Context: an optimization exercise on an open-source flow, tuned for small area, a short achievable clock period and few clock cycles per item. The choices shown serve that exercise and are no tape-out recipe.
Only simulation tests tie the RTL to the original design; equivalence was not proved.
Power and IR drop assume default switching activity.

==> flow/design.v <==
package phc_pkg;
  localparam int unsigned TABLE_ENTRIES = 32;
  localparam int unsigned IDX_W         = $clog2(TABLE_ENTRIES);
  localparam int unsigned CNT_W         = $clog2(TABLE_ENTRIES + 1);
  localparam int unsigned MAC_W  = 48;
  localparam int unsigned IP_W   = 32;
  localparam int unsigned PORT_W = 16;
  localparam int unsigned MS_W   = 32;
  localparam int unsigned KEY_W  = MAC_W + IP_W + PORT_W;
  localparam int unsigned HOLDOFF_RESET_SEC = 2;
  localparam logic [MS_W-1:0] HOLDOFF_RESET = MS_W'(HOLDOFF_RESET_SEC * 1000);
  typedef enum logic [1:0] {
    OUT_CONNECT  = 2'd0,
    OUT_SUPPRESS = 2'd1,
    OUT_FULL     = 2'd2
  } outcome_e;
  typedef struct packed {
    logic [MAC_W-1:0]  mac;
    logic [IP_W-1:0]   ip;
    logic [PORT_W-1:0] port;
  } peer_key_t;
  typedef struct packed {
    logic             key_we;
    logic             stamp_we;
    logic [IDX_W-1:0] addr;
    peer_key_t        key;
    logic [MS_W-1:0]  stamp;
  } store_wr_t;
endpackage
module phc_store (
  input  logic                          clk_i,
  input  logic                          rst_ni,
  input  logic                          v_i,
  input  logic [phc_pkg::KEY_W-1:0]     key_i,
  output logic [phc_pkg::TABLE_ENTRIES-1:0] match_o,   
  output logic                          hit_o,
  output logic                          ins_o,         
  output logic [phc_pkg::TABLE_ENTRIES-1:0] ins_oh_o,  
  output logic                          full_o         
);
  localparam int unsigned N = phc_pkg::TABLE_ENTRIES;
  logic [phc_pkg::KEY_W-1:0] key_mem [0:N-1];
  logic [N-1:0]              valid_q;
  logic [N-1:0]              free_q;     
  logic                      full;
  assign full = valid_q[N-1];
  always_comb begin
    for (int e = 0; e < N; e++) begin
      match_o[e] = valid_q[e] && (key_mem[e] == key_i);
    end
  end
  assign hit_o    = |match_o;
  assign ins_o    = v_i && !hit_o && !full;
  assign full_o   = v_i && !hit_o && full;
  assign ins_oh_o = free_q;
  always_ff @(posedge clk_i) begin
    for (int e = 0; e < N; e++) begin
      if (free_q[e]) key_mem[e] <= key_i;
    end
  end
  always_ff @(posedge clk_i or negedge rst_ni) begin
    if (!rst_ni) begin
      valid_q <= '0;
      free_q  <= N'(1);
    end else if (ins_o) begin
      valid_q <= valid_q | free_q;
      free_q  <= free_q << 1;
    end
  end
endmodule
module peer_connect_holdoff_table_unit (
  input  logic                       clk_i,
  input  logic                       rst_ni,
  input  logic                       req_valid_i,
  output logic                       req_ready_o,
  input  logic [phc_pkg::MAC_W-1:0]  req_peer_mac_i,
  input  logic [phc_pkg::IP_W-1:0]   req_peer_ip_i,
  input  logic [phc_pkg::PORT_W-1:0] req_peer_port_i,
  input  logic [phc_pkg::MS_W-1:0]   req_now_ms_i,
  output logic                       rsp_valid_o,
  input  logic                       rsp_ready_i,
  output logic [1:0]                 rsp_outcome_o,
  output logic                       rsp_was_known_o,
  input  logic                       cfg_valid_i,
  output logic                       cfg_ready_o,
  input  logic [phc_pkg::MS_W-1:0]   cfg_holdoff_ms_i
);
  localparam int unsigned N    = phc_pkg::TABLE_ENTRIES;
  localparam int unsigned MS_W = phc_pkg::MS_W;
  localparam int unsigned CAP  = 8;    
  localparam int unsigned QA_W = $clog2(CAP);
  logic [MS_W-1:0] holdoff_q;
  logic [MS_W-1:0] stamp_mem [0:N-1];
  logic            rdy_q;
  logic [QA_W:0]   tokens_q, tokens_d;
  logic            req_fire, rsp_pop;
  assign req_ready_o = rdy_q;
  assign cfg_ready_o = 1'b1;
  assign req_fire    = req_valid_i && rdy_q;
  logic                      s1_v;
  logic [phc_pkg::KEY_W-1:0] s1_key;
  logic [MS_W-1:0]           s1_now;
  logic [N-1:0]              match, ins_oh;
  logic                      hit, ins, full;
  always_ff @(posedge clk_i) begin
    s1_key <= {req_peer_mac_i, req_peer_ip_i, req_peer_port_i};
    s1_now <= req_now_ms_i;
  end
  phc_store u_store (
    .clk_i    (clk_i),
    .rst_ni   (rst_ni),
    .v_i      (s1_v),
    .key_i    (s1_key),
    .match_o  (match),
    .hit_o    (hit),
    .ins_o    (ins),
    .ins_oh_o (ins_oh),
    .full_o   (full)
  );
  logic            s2_v, s2_known, s2_ins, s2_full;
  logic [N-1:0]    s2_sel;
  logic [MS_W-1:0] s2_now;
  logic [MS_W-1:0] s2_stamp;
  logic [MS_W:0]   s2_p;
  always_ff @(posedge clk_i) begin
    s2_sel   <= s1_v ? (match | (ins ? ins_oh : '0)) : '0;
    s2_known <= hit;
    s2_ins   <= ins;
    s2_full  <= full;
    s2_now   <= s1_now;
  end
  always_comb begin
    s2_stamp = '0;
    for (int e = 0; e < N; e++) begin
      s2_stamp = s2_stamp | (s2_sel[e] ? stamp_mem[e] : '0);
    end
  end
  assign s2_p = {1'b0, s2_now} - {1'b0, holdoff_q};
  logic            s3_v, s3_known, s3_ins, s3_full, s3_fwd, s3_neg;
  logic [N-1:0]    s3_sel;
  logic [MS_W-1:0] s3_now, s3_stamp, s3_p, st;
  logic            s4_conn;
  logic [MS_W-1:0] s4_now;
  logic            win, conn;
  logic [1:0]      s3_outcome;
  always_ff @(posedge clk_i) begin
    s3_sel   <= s2_sel;
    s3_known <= s2_known;
    s3_ins   <= s2_ins;
    s3_full  <= s2_full;
    s3_now   <= s2_now;
    s3_stamp <= s2_stamp;
    s3_p     <= s2_p[MS_W-1:0];
    s3_neg   <= s2_p[MS_W];
    s3_fwd   <= |(s2_sel & s3_sel);
  end
  assign st   = (s3_fwd && s4_conn) ? s4_now : s3_stamp;
  assign win  = s3_neg ? ((st > s3_now) && (st < s3_p))
                       : ((st < s3_p) || (st > s3_now));
  assign conn = s3_ins || (s3_known && win);
  assign s3_outcome = s3_full ? phc_pkg::OUT_FULL
                    : conn    ? phc_pkg::OUT_CONNECT
                              : phc_pkg::OUT_SUPPRESS;
  always_ff @(posedge clk_i) begin
    for (int e = 0; e < N; e++) begin
      if (s3_sel[e] && conn) stamp_mem[e] <= s3_now;
    end
    s4_conn <= conn;
    s4_now  <= s3_now;
  end
  logic [2:0]      q_mem [0:CAP-1];
  logic [QA_W-1:0] q_wr_q, q_rd_q;
  logic [QA_W:0]   q_cnt_q;
  logic            q_load;
  logic            out_valid_q;
  logic [1:0]      out_outcome_q;
  logic            out_known_q;
  assign rsp_valid_o     = out_valid_q;
  assign rsp_outcome_o   = out_outcome_q;
  assign rsp_was_known_o = out_known_q;
  assign rsp_pop = out_valid_q && rsp_ready_i;
  assign q_load  = (q_cnt_q != '0) && (!out_valid_q || rsp_ready_i);
  always_ff @(posedge clk_i) begin
    if (s3_v) q_mem[q_wr_q] <= {s3_known, s3_outcome};
  end
  assign tokens_d = tokens_q + (QA_W+1)'(req_fire) - (QA_W+1)'(rsp_pop);
  always_ff @(posedge clk_i or negedge rst_ni) begin
    if (!rst_ni) begin
      holdoff_q     <= phc_pkg::HOLDOFF_RESET;
      rdy_q         <= 1'b1;
      tokens_q      <= '0;
      s1_v          <= 1'b0;
      s2_v          <= 1'b0;
      s3_v          <= 1'b0;
      q_wr_q        <= '0;
      q_rd_q        <= '0;
      q_cnt_q       <= '0;
      out_valid_q   <= 1'b0;
      out_outcome_q <= phc_pkg::OUT_CONNECT;
      out_known_q   <= 1'b0;
    end else begin
      if (cfg_valid_i) holdoff_q <= cfg_holdoff_ms_i;
      tokens_q <= tokens_d;
      rdy_q    <= (tokens_d < (QA_W+1)'(CAP));
      s1_v     <= req_fire;
      s2_v     <= s1_v;
      s3_v     <= s2_v;
      if (s3_v) q_wr_q <= q_wr_q + 1'b1;
      if (q_load) q_rd_q <= q_rd_q + 1'b1;
      q_cnt_q  <= q_cnt_q + (QA_W+1)'(s3_v) - (QA_W+1)'(q_load);
      if (q_load) begin
        out_valid_q   <= 1'b1;
        {out_known_q, out_outcome_q} <= q_mem[q_rd_q];
      end else if (rsp_ready_i) begin
        out_valid_q <= 1'b0;
      end
    end
  end
endmodule
==> flow/run.sh <==
#!/bin/bash
# synth_recipe.tcl (not shown) runs the flow's synth.tcl, then flattens the netlist and writes it again
# the make line also repeats each setting of config.mk as NAME=value (left out here)
make -C /OpenROAD-flow-scripts/flow DESIGN_CONFIG=/design/flow/config.mk WORK_HOME=/design/flow/orfs CLKGATE_MAP_FILE= SYNTH_SCRIPT=/design/flow/synth_recipe.tcl finish
==> flow/config.mk <==
export PLATFORM = sky130hd
export DESIGN_NAME = peer_connect_holdoff_table_unit
export DESIGN_NICKNAME = peer_connect_holdoff_table_unit
export VERILOG_FILES = /design/flow/design.v
export SDC_FILE = /design/flow/constraint.sdc
export NUM_CORES = 4
export LEC_CHECK = 0
export CAP_MARGIN = 20
export CORE_MARGIN = 2
export CORE_UTILIZATION = 40
export SLEW_MARGIN = 20
==> flow/constraint.sdc <==
create_clock -name core_clock -period 8.0 [get_ports {clk_i}]
set_input_delay 1.6000 -clock core_clock [delete_from_list [all_inputs] [get_ports {clk_i}]]
set_output_delay 1.6000 -clock core_clock [all_outputs]
set_load 0.01 [all_outputs]
==> results.txt <==
[cell usage after synthesis, types with 20 or more instances]
cell type  instances  area (um2)
nor2b_1           70         438
nor2_1           108         405
xnor2_1         1413       12400
a221oi_1         129        1130
xor2_1           507        4440
buf_6             20         225
nand3_1          140         701
mux2_2            34         383
dfxtp_1          361        7230
a221o_1           25         250
or4_1             49         368
o2111ai_1        266        2330
o2bb2ai_1        128        1120
o21ai_0           65         325
buf_1             26        97.6
dfrtp_1          110        2750
nand4_1          501        3130
a21o_1            28         210
inv_2             24        90.1
nand2_1          103         387
a2111oi_0         21         184
a21boi_0          36         270
ha_1             106        1330
nor4_1           325        2030
o22ai_1          182        1140
buf_4            149        1120
o221ai_1          49         429
o21ai_1           29         145
inv_1            341        1280
a21oi_1           72         360
edfxtp_1        4120      124000
nand2b_1         832        5200
nor3_1            82         410
buf_2            205        1030
clkbuf_1         159         597
a22oi_1          445        3340
a22o_1           141        1230
[state kept, by name, indices dropped and copies added, names as in the netlist, 2 cells and up]
name / cells
q_mem: 24
s1_now: 32
q_cnt_q: 4
out_outcome_q: 2
u_store.valid_q: 32
s3_sel: 32
s3_stamp: 32
q_wr_q: 3
u_store.free_q: 32
s2_now: 32
s3_p: 32
holdoff_q: 32
s1_key: 96
stamp_mem: 1024
s2_sel: 32
u_store.key_mem: 3072
q_rd_q: 3
s3_now: 32
s4_now: 32
tokens_q: 4
[area by class of cell]
class | instances | share of cell area (%)
inverters | 381 | 0.675
repair buffers | 686 | 3.01
clock buffers | 623 | 6.11
clock inverters | 278 | 1.38
diodes | 46 | 0.0542
well taps | 6149 | 3.62
multi-input cells | 6095 | 21.9
flip-flops and latches | 4599 | 63.3
[metal layers]
layer  vias to the layer above  wire length (um)  share of wire (%)
met1                     61800            285000                 37
met3                      2052             86900                 11
met2                      9161            345000                 45
li1                      46100                 -                  -
met5                         -               195              0.025
met4                        25             57200                7.4
[cell families (layout without fill, tap and decap cells)]
group,count (synthesis),after routing,share of synthesized area (%)
flip-flops,4599,4599,72.6
AND/OR/NAND/NOR,2311,2311,7.54
XOR/XNOR,1920,1920,9.12
AO/OA/AOI/OAI,1710,1710,7.20
buffers and inverters,942,1968,2.45
adder cells (fa/ha/maj),109,109,0.752
multiplexers,44,44,0.303
other,1,47,0.00203
[path summary, 6_finish.rpt]
kind,from,endpoint,slack [ps],cells past startpoint
min reg2reg,s1_now[9]$_DFF_P_,s2_now[9]$_DFF_P_,320,0
max reg2reg,s4_conn$_DFF_P_,stamp_mem[29][25]$_DFFE_PP_,1490,13
min,s1_now[9]$_DFF_P_,s2_now[9]$_DFF_P_,320,0
min in group asynchronous,rst_ni,holdoff_q[30]$_DFFE_PN0P_,690,1
max in group asynchronous,rst_ni,u_store.free_q[14]$_DFFE_PN0P_,5910,2
max,s4_conn$_DFF_P_,stamp_mem[29][25]$_DFFE_PP_,1490,13
[power by group through the flow]
stage	logic (W)	registers (W)	clock network [W]
after floorplan	0.00154	0.0271	0
after global placement	0.00320	0.0273	0
after detailed placement	0.00324	0.0273	0
after CTS	0.00326	0.0268	0.0230
after global routing	0.00339	0.0268	0.0238
final	0.00334	0.0268	0.0228
[per-stage QoR]
step	setup slack (ps)	area, um2
final	1490	212000
after global routing	1250	212000
after CTS	1450	212000
after detailed placement	1600	196000
after global placement	1460	196000
after floorplan	2080	184000
==> results.txt <==
status finished clean; final hold slack 316 ps; post-synth cell types 82; cell row count 249; post-synth net total 11.9k; CP arrival 7180 ps; CTS Sinks 4599; RSZ-0062 raised after global routing false; Switching Fraction 24.0%; total grt overflow 0; delay-heaviest family, CP compound AO/OA/AOI/OAI gates; max-cap viol count 0; clock network fraction of total power 43.0%; most common cell after layout, fill and taps aside edfxtp_1; Starting Density 40.1%; register area 134000 um2; post-DR vias/cell 6.32; GR met2 Demand/Resource 50.0%; Placer Congestion 0.985; Bufs and invs on worst path 3; first-pass GRT wire length 1020 mm; met3 usage 6.93%; gr usage total 32.4%; Most common cell on crit path buf_4; cts hold-fix bufs 0; Routed WL per cell 41.1 um; Slew headroom 10.8%; PwrDens 249 nW/um2; overall power 0.0530 W; initial antenna violation count 109; Post-synth EDFFs 4120; largest net degree at the start of global routing 82; Mean Syn Cell Area 15.8 um2; yosys warns 4; Seq pwr share 50.7%; layout cells sized above 1 12.6%; # fillers 39.8k; Hold WC Path Type reg2reg; Die X-Extent 683 um; Net Sw Power 0.0127 W; GRT busiest layer met2; Synth-to-Final Area Change 15.3%; Post-layout nets 12.5k; post-DP HPWL 489 mm; FF+latch count, synth 4599; startpoint class of the critical path register; Die Span Y 683 um; final antenna-violating net count 0; # IOs 171; post-CTS setup buffer count 0; Post-synth top flop edfxtp_1; final core area utilization 46.2%; Die Area 466000 um2; Non-Filler Instances 18.9k; internal power 0.0403 W; Critical Path RT 8670 ps; Mapped Cells 11.6k; via count 119k; H-tree depth 5; Fin Setup TNS 0 ps; Final period util 81.3%; 1st-pass router iterations 23; measured slew at the worst slew-check pin 1330 ps; Clock Latency Late Sink 1110 ps; minimum clock period 6510 ps; slowest cell delay on critical path 960 ps; Logic pwr share 6.3%; Synth Cell Area 184000 um2; Num CTS Buffers 478; Post-synth ARST share 2.57%; Worst Path Class, Setup reg2reg; Achievable Freq 154 MHz; DR DRC count 0; max-slew violation count 0; CP endpoint kind register; commonest non-fill, non-tap cells in the layout 4120 x edfxtp_1, 1413 x xnor2_1, 832 x nand2b_1; DRT iter0 DRCs 20.7k; Port Buffers 169; final setup vio count 0; Cell Chain, Critical Path nand2_2 -> buf_4 -> mux2_2 -> ha_1 -> a21o_1 -> a21o_1 -> a21oi_1 -> o2111ai_1 -> a221oi_1 -> a31oi_4 -> buf_4 -> a21boi_4 -> buf_4; Slowest-stage cell, CP a221oi_1; DRT Wirelength 774 mm; TritonCTS clock tree done; clock tree buffer depth 4; CP Max Fanout 21; sequential share of the synthesized area 72.6%; root buf cell clkbuf_16; Inst Count DP 17.9k; Clk pin slew, worst setup/hold paths 60 ps; Resize count post-CTS 0; GR met1 Demand/Resource 42.1%; final hold vios 0; clock skew 174 ps; worst vdd ir 0.203 mV; core region area 460000 um2; number of global-route vias before repair 114k; area of the multi-input gates 46500 um2; Leak Pwr 67.8 nW
Testbench counts, summed over its fixed seeds: cycles 4,840, items 4,800.

==> re-timing with driven ports <==
The results above use ideal ports. As a check the final layout listed here was re-extracted and re-timed, cells and wires unchanged.
Step 1 sets driving cells, clkbuf_16 on the clock port and buf_2 on the other inputs (assumed; they add their load-dependent delay and slew).
Step 2 moves the port delays by t, midway between the first and last clock arrival at a register: inputs arrive t later, outputs are due t later. That takes back most of the time a late clock gives input paths.
a / b / c = ideal ports / drivers / drivers and shift; a / b = the first two.
t, ns: 1.141
slack for setup (ns): 1.494 / 1.494 / 1.494
worst setup path at the end: register to register
latest minus earliest clock arrival (ns): 0.173 / 0.174
slew at the worst register clock pin (ns): 0.07 / 0.07
After both steps setup and hold are still met in this run. The setup slack of this run moves by 0.000 ns with the drivers and by 0.000 ns with both steps.
